Source: an optimization exercise on an open RTL-to-GDS flow (aim: small area). Production flows keep margins and buffers that such runs may drop.
Function was checked by simulation only, so behaviour that the tests miss may differ from the original.
Power figures rest on the tool's default switching activity, not on a simulated workload.

run A:
==> flow/design.v <==
package data_mem_pkg;
  typedef enum logic {S_CLEAR, S_IDLE} mem_state_t;
  localparam logic [63:0] CLR_VAL_DEFAULT = '0;
endpackage
module data_mem_bit (
  input  logic clk_i,
  input  logic sel_i,
  input  logic hold_i,
  input  logic d_i,
  output logic q_o
);
  always_ff @(posedge clk_i) begin
    q_o <= (sel_i & d_i) | (hold_i & q_o);
  end
endmodule
module data_mem_wsel (
  input  logic hi_ni,
  input  logic lo_ni,
  input  logic hi_we_i,
  input  logic lo_i,
  output logic sel_o,
  output logic hold_o
);
  assign sel_o  = ~(hi_ni | lo_ni);
  assign hold_o = ~(hi_we_i & lo_i);
endmodule
module data_mem_rd #(
  parameter int unsigned W = 3
) (
  input  logic [W-1:0] sel_i,
  input  logic [W-1:0] d_i,
  output logic         y_no
);
  assign y_no = ~|(sel_i & d_i);
endmodule
module data_mem_rdgate #(
  parameter int unsigned W    = 4,
  parameter bit          OR_N = 1'b0
) (
  input  logic [W-1:0] a_i,
  output logic         y_o
);
  assign y_o = OR_N ? ~|a_i : ~&a_i;
endmodule
module data_mem_rdtree #(
  parameter int unsigned N = 86
) (
  input  logic [N-1:0] in_ni,
  output logic         y_o
);
  function automatic integer fanin(input integer lvl);
    fanin = (lvl % 2 == 0) ? 4 : 2;
  endfunction
  function automatic integer cnt(input integer lvl);
    integer c;
    c = N;
    for (integer l = 0; l < 32; l = l + 1) begin
      if (l < lvl) c = (c + fanin(l) - 1) / fanin(l);
    end
    cnt = c;
  endfunction
  function automatic integer levels(input integer n);
    integer c, l;
    c = n;
    l = 0;
    for (integer i = 0; i < 32; i = i + 1) begin
      if (c > 1) begin
        c = (c + fanin(l) - 1) / fanin(l);
        l = l + 1;
      end
    end
    levels = l;
  endfunction
  localparam int unsigned NL = levels(N);
  logic [N-1:0] lvl [NL+1];
  assign lvl[0] = in_ni;
  for (genvar l = 0; l < NL; l++) begin : g_lvl
    localparam int unsigned F = fanin(l);
    for (genvar g = 0; g < cnt(l + 1); g++) begin : g_gate
      localparam int unsigned W = (cnt(l) - F * g < F) ? cnt(l) - F * g : F;
      data_mem_rdgate #(
        .W   (W),
        .OR_N(l % 2 == 1)
      ) u_gate (
        .a_i(lvl[l][F*g +: W]),
        .y_o(lvl[l+1][g])
      );
    end
    if (cnt(l + 1) < N) begin : g_pad
      assign lvl[l+1][N-1:cnt(l+1)] = '0;
    end
  end
  if (NL % 2 == 1) begin : g_pos
    assign y_o = lvl[NL][0];
  end else begin : g_neg
    assign y_o = ~lvl[NL][0];
  end
endmodule
module data_mem_array #(
  parameter int unsigned   AW      = 8,
  parameter int unsigned   DW      = 8,
  parameter logic [DW-1:0] CLR_VAL = '0
) (
  input  logic          clk_i,
  input  logic          clr_i,
  input  logic          we_i,
  input  logic [AW-1:0] addr_i,
  input  logic [DW-1:0] wdata_i,
  output logic [DW-1:0] rdata_o
);
  localparam int unsigned NW = 1 << AW;
  localparam int unsigned LW = AW / 2;         
  localparam int unsigned HW = AW - LW;
  localparam int unsigned NG = (NW + 2) / 3;   
  localparam bit          CLR_SEL = (CLR_VAL != '0);
  logic [DW-1:0]       mem_q [NW];
  logic [(1<<LW)-1:0]  lo_n, lo_wr;
  logic [(1<<HW)-1:0]  hi_n, hi_wr;
  logic [NW-1:0]       sel, hold;
  logic [DW-1:0]       wd;
  always_comb begin
    for (int k = 0; k < (1 << LW); k++) begin
      lo_n[k]  = ~((CLR_SEL & clr_i) | (addr_i[LW-1:0] == LW'(k)));
      lo_wr[k] = clr_i | (addr_i[LW-1:0] == LW'(k));
    end
    for (int j = 0; j < (1 << HW); j++) begin
      hi_n[j]  = ~((CLR_SEL & clr_i) | (addr_i[AW-1:LW] == HW'(j)));
      hi_wr[j] = clr_i | (we_i & (addr_i[AW-1:LW] == HW'(j)));
    end
  end
  assign wd = clr_i ? CLR_VAL : (we_i ? wdata_i : '0);
  for (genvar i = 0; i < NW; i++) begin : g_word
    data_mem_wsel u_wsel (
      .hi_ni  (hi_n[i >> LW]),
      .lo_ni  (lo_n[i % (1 << LW)]),
      .hi_we_i(hi_wr[i >> LW]),
      .lo_i   (lo_wr[i % (1 << LW)]),
      .sel_o  (sel[i]),
      .hold_o (hold[i])
    );
    for (genvar b = 0; b < DW; b++) begin : g_bit
      data_mem_bit u_bit (
        .clk_i (clk_i),
        .sel_i (sel[i]),
        .hold_i(hold[i]),
        .d_i   (wd[b]),
        .q_o   (mem_q[i][b])
      );
    end
  end
  for (genvar b = 0; b < DW; b++) begin : g_rd
    logic [NW-1:0] col;
    logic [NG-1:0] part_n;
    for (genvar i = 0; i < NW; i++) begin : g_col
      assign col[i] = mem_q[i][b];
    end
    for (genvar g = 0; g < NG; g++) begin : g_slice
      localparam int unsigned W = (NW - 3 * g < 3) ? NW - 3 * g : 3;
      data_mem_rd #(
        .W(W)
      ) u_rd (
        .sel_i(sel[3*g +: W]),
        .d_i  (col[3*g +: W]),
        .y_no (part_n[g])
      );
    end
    data_mem_rdtree #(
      .N(NG)
    ) u_tree (
      .in_ni(part_n),
      .y_o  (rdata_o[b])
    );
  end
endmodule
module data_mem_bank #(
  parameter int unsigned   AW       = 8,
  parameter int unsigned   DW       = 8,
  parameter bit            REG_READ = 1'b1,
  parameter logic [DW-1:0] CLR_VAL  = DW'(data_mem_pkg::CLR_VAL_DEFAULT)
) (
  input  logic          CLK,
  input  logic          RST_N,
  input  logic [AW-1:0] DataAddress,
  input  logic          ReadMem,
  input  logic          WriteMem,
  input  logic [DW-1:0] DataIn,
  input  logic          ClearMem,
  output logic [DW-1:0] DataOut,
  output logic          Busy,
  output logic          AccessErr
);
  logic          busy_q;
  logic [AW-1:0] clr_ptr_q;
  logic          access_err_q;
  logic [DW-1:0] rd_data;
  always_ff @(posedge CLK or negedge RST_N) begin
    if (!RST_N) begin
      busy_q       <= 1'b1;
      clr_ptr_q    <= '0;
      access_err_q <= 1'b0;
    end else begin
      access_err_q <= (ReadMem | WriteMem) & busy_q;
      if (busy_q) begin
        clr_ptr_q <= clr_ptr_q + AW'(1);
        if (clr_ptr_q == '1) busy_q <= 1'b0;
      end else if (ClearMem) begin
        busy_q <= 1'b1;
      end
    end
  end
  assign Busy      = busy_q;
  assign AccessErr = access_err_q;
  data_mem_array #(
    .AW(AW),
    .DW     (DW),
    .CLR_VAL(CLR_VAL)
  ) u_array (
    .clk_i    (CLK),
    .clr_i    (busy_q),
    .we_i     (WriteMem),
    .addr_i   (DataAddress),
    .wdata_i  (DataIn),
    .rdata_o  (rd_data)
  );
  if (REG_READ) begin : g_reg_read
    logic [DW-1:0] dout_q;
    always_ff @(posedge CLK or negedge RST_N) begin
      if (!RST_N) begin
        dout_q <= '0;
      end else if (!busy_q && ReadMem) begin
        dout_q <= WriteMem ? DataIn : rd_data;
      end
    end
    assign DataOut = dout_q;
  end else begin : g_comb_read
    assign DataOut = rd_data;
  end
endmodule
export LEC_CHECK = 0
export CAP_MARGIN = 20
export CORE_MARGIN = 2
export CORE_UTILIZATION = 45
export CTS_BUF_LIST = sky130_fd_sc_hd__clkbuf_8
export CTS_CLUSTER_DIAMETER = 80
export CTS_CLUSTER_SIZE = 17
export GPL_ROUTABILITY_DRIVEN = 0
export GPL_TIMING_DRIVEN = 0
export PLACE_DENSITY = 0.6
export SETUP_SLACK_MARGIN = 0.3
export SLEW_MARGIN = 20
export SYNTH_HIERARCHICAL = 1
create_clock -name core_clock -period 5.0 [get_ports {CLK}]
run.sh (not shown) runs the stock make flow with config.mk's settings and CLKGATE_MAP_FILE= SYNTH_SCRIPT=/design/flow/synth_recipe.tcl, a recipe that flattens the netlist after the stock synthesis.
For run B, these inputs were changed with respect to run A:
- GPL_ROUTABILITY_DRIVEN: 0 -> unset
- CTS_CLUSTER_SIZE: 17 -> 16
- CORE_UTILIZATION: 45 -> 35
- PLACE_DENSITY: 0.6 -> 0.5
Findings:
Run B against run A: layout clock buffer count shows an increase of 3.4%; detailed-route DRC error count shows no meaningful change.
A class of the worst hold path of reg -> reg is what run A shows, while in -> reg belongs to run B.
Re via count of the first global-routing pass: run B is 203 up on run A.
Between run A and run B, final critical delay including setup and external delays is lower for run B, run A comes in above that.
The global-route usage of run B falls short of that of run A by 4.5 points.
Share of the clock period used by the worst path after layout on run B is down relative to run A.
Compared with run A, run B shows a higher antenna diode instance count.
The following lists how run C was set up differently from run B:
- CTS_CLUSTER_SIZE: 16 -> 15
- CORE_UTILIZATION: 35 -> 60
- PLACE_DENSITY: 0.5 -> 0.75
### Flow results
Taking run B over run C, the combinational power ratio works out to 1.05. From run B to run C, count of buffers from port buffering did not move at all. Re count of clock-buffer cells in the layout: run B was lower than run C. Per the comparison of run C with run B, routed wire length decreased by 12% relative to the old numbers, highest attainable clock frequency decreased by about 0.6% relative to the old numbers.
Input changes introduced in run D (baseline for comparison: run C):
- PLACE_DENSITY: 0.75 -> 0.65
- SETUP_SLACK_MARGIN: 0.3 -> unset
- CORE_UTILIZATION: 60 -> 55
- CTS_CLUSTER_SIZE: 15 -> 18
--- outcome ---
Status | run C and run D | clean except run D
Run D: flow complete, layout not clean; failing: setup timing
Summary — global-route met2 utilization, run D relative to run C: lower, by 2.0 points.
Relative to run C, total met3 wirelength after detailed routing has gone down in run D.
Synthesized cell count came out exactly the same in run C and run D.
Number of sequential storage elements came out exactly the same in run C and run D.
Status: share of total power in combinational logic parity (run D, run C)
met4 as the highest layer used for signal routing was reported by run D, and met5 by run C.
[compare] base=run C new=run D: number of clock buffers in the layout now sits lower; total of plain and repair buffers excluding clock buffers climbed 5; buffer count from post-CTS setup fixing comparable.
Relative to run D, the following input files were edited for run E:
- swapping 0.65 for 0.6 in PLACE_DENSITY
- swapping 18 for 15 in CTS_CLUSTER_SIZE
- swapping 20 for 5 in CAP_MARGIN
- swapping 20 for 5 in SLEW_MARGIN
- putting SETUP_SLACK_MARGIN at 0.3 where nothing was set
- swapping 55 for 45 in CORE_UTILIZATION
Notes after the runs:
Run E reached the final stage; the timing, DRC and antenna checks on its layout passed. Run comparison: run D critical path endpoint g_reg_read.dout_q[1]$_DFFE_PN0P_; run E critical path endpoint g_reg_read.dout_q[3]$_DFFE_PN0P_. Fmax: run E above run D. Compared to run D, run E has power about 1.4% higher. The part of the total power dissipated in combinational logic on run D is in line with that on run E.
Input changes introduced in run F (baseline for comparison: run E):
- CTS_CLUSTER_DIAMETER now 50, was 80
- CTS_CLUSTER_SIZE now 20, was 15
- CAP_MARGIN now 20, was 5
- CTS_BUF_LIST now sky130_fd_sc_hd__clkbuf_8 sky130_fd_sc_hd__clkbuf_16, was sky130_fd_sc_hd__clkbuf_8
- SLEW_MARGIN now 20, was 5
Results
Compared with run E, run F shows leakage power summed over all cells higher by about 6%. When run F is set beside run E, its cell-internal power turns out to be about 23% larger. sky130_fd_sc_hd__nor2_1 as the slowest cell on the critical path was reported by run E, and sky130_fd_sc_hd__clkdlybuf4s50_1 by run F. Summary of the comparison: post-route minimum period is higher in run F, relative to run E. Going from run E to run F, met1 usage has decreased; post-CTS resize count higher; final standard cell area without fillers higher. Compared run F against run E; final routed wirelength across all metal layers within noise. In the metrics for run F and run E, the one carrying the higher fraction of the cycle the final worst path needs is run F. Against run E, run F comes in 290 ps higher on register-to-register path setup slack. Compared with run E, run F shows a higher power share of the clock group. Relative to run E, the total routed wire length on the met1 layer measured on run F has decreased slightly.

-- what the ideal ports hide --
How much do the figures lean on ideal ports? The routed layouts below were timed once more, with nothing changed but the port constraints. Step 1 assumes that a clkbuf_16 drives the clock port and a buf_2 every other input. Step 2 times the ports against the registers' clock, not the clock port: input delays grow and output delays shrink by t, the midpoint of the rising clock arrivals with the driver on. Three values: ideal ports, drivers, drivers and shift; two values: the first two.
run | t (ns) | slack for setup (ns) | latest minus earliest clock arrival (ns)
run A | 0.976 | 0.279 / 0.329 / -0.648 | 0.055 / 0.055
run B | 1.025 | 0.304 / 0.349 / -0.676 | 0.046 / 0.046
run C | 0.949 | 0.274 / 0.283 / -0.666 | 0.043 / 0.044
run D | 0.967 | -0.085 / -0.037 / -1.004 | 0.037 / 0.038
run E | 0.974 | 0.224 / 0.277 / -0.697 | 0.039 / 0.039
run F | 0.891 | 0.148 / 0.203 / -0.688 | 0.043 / 0.043
With both steps, setup timing fails in 5 of these runs, where it was met with ideal ports. For run B, which loses most, drivers alone change the setup slack by +0.045 ns; drivers and shift together by -0.980 ns.
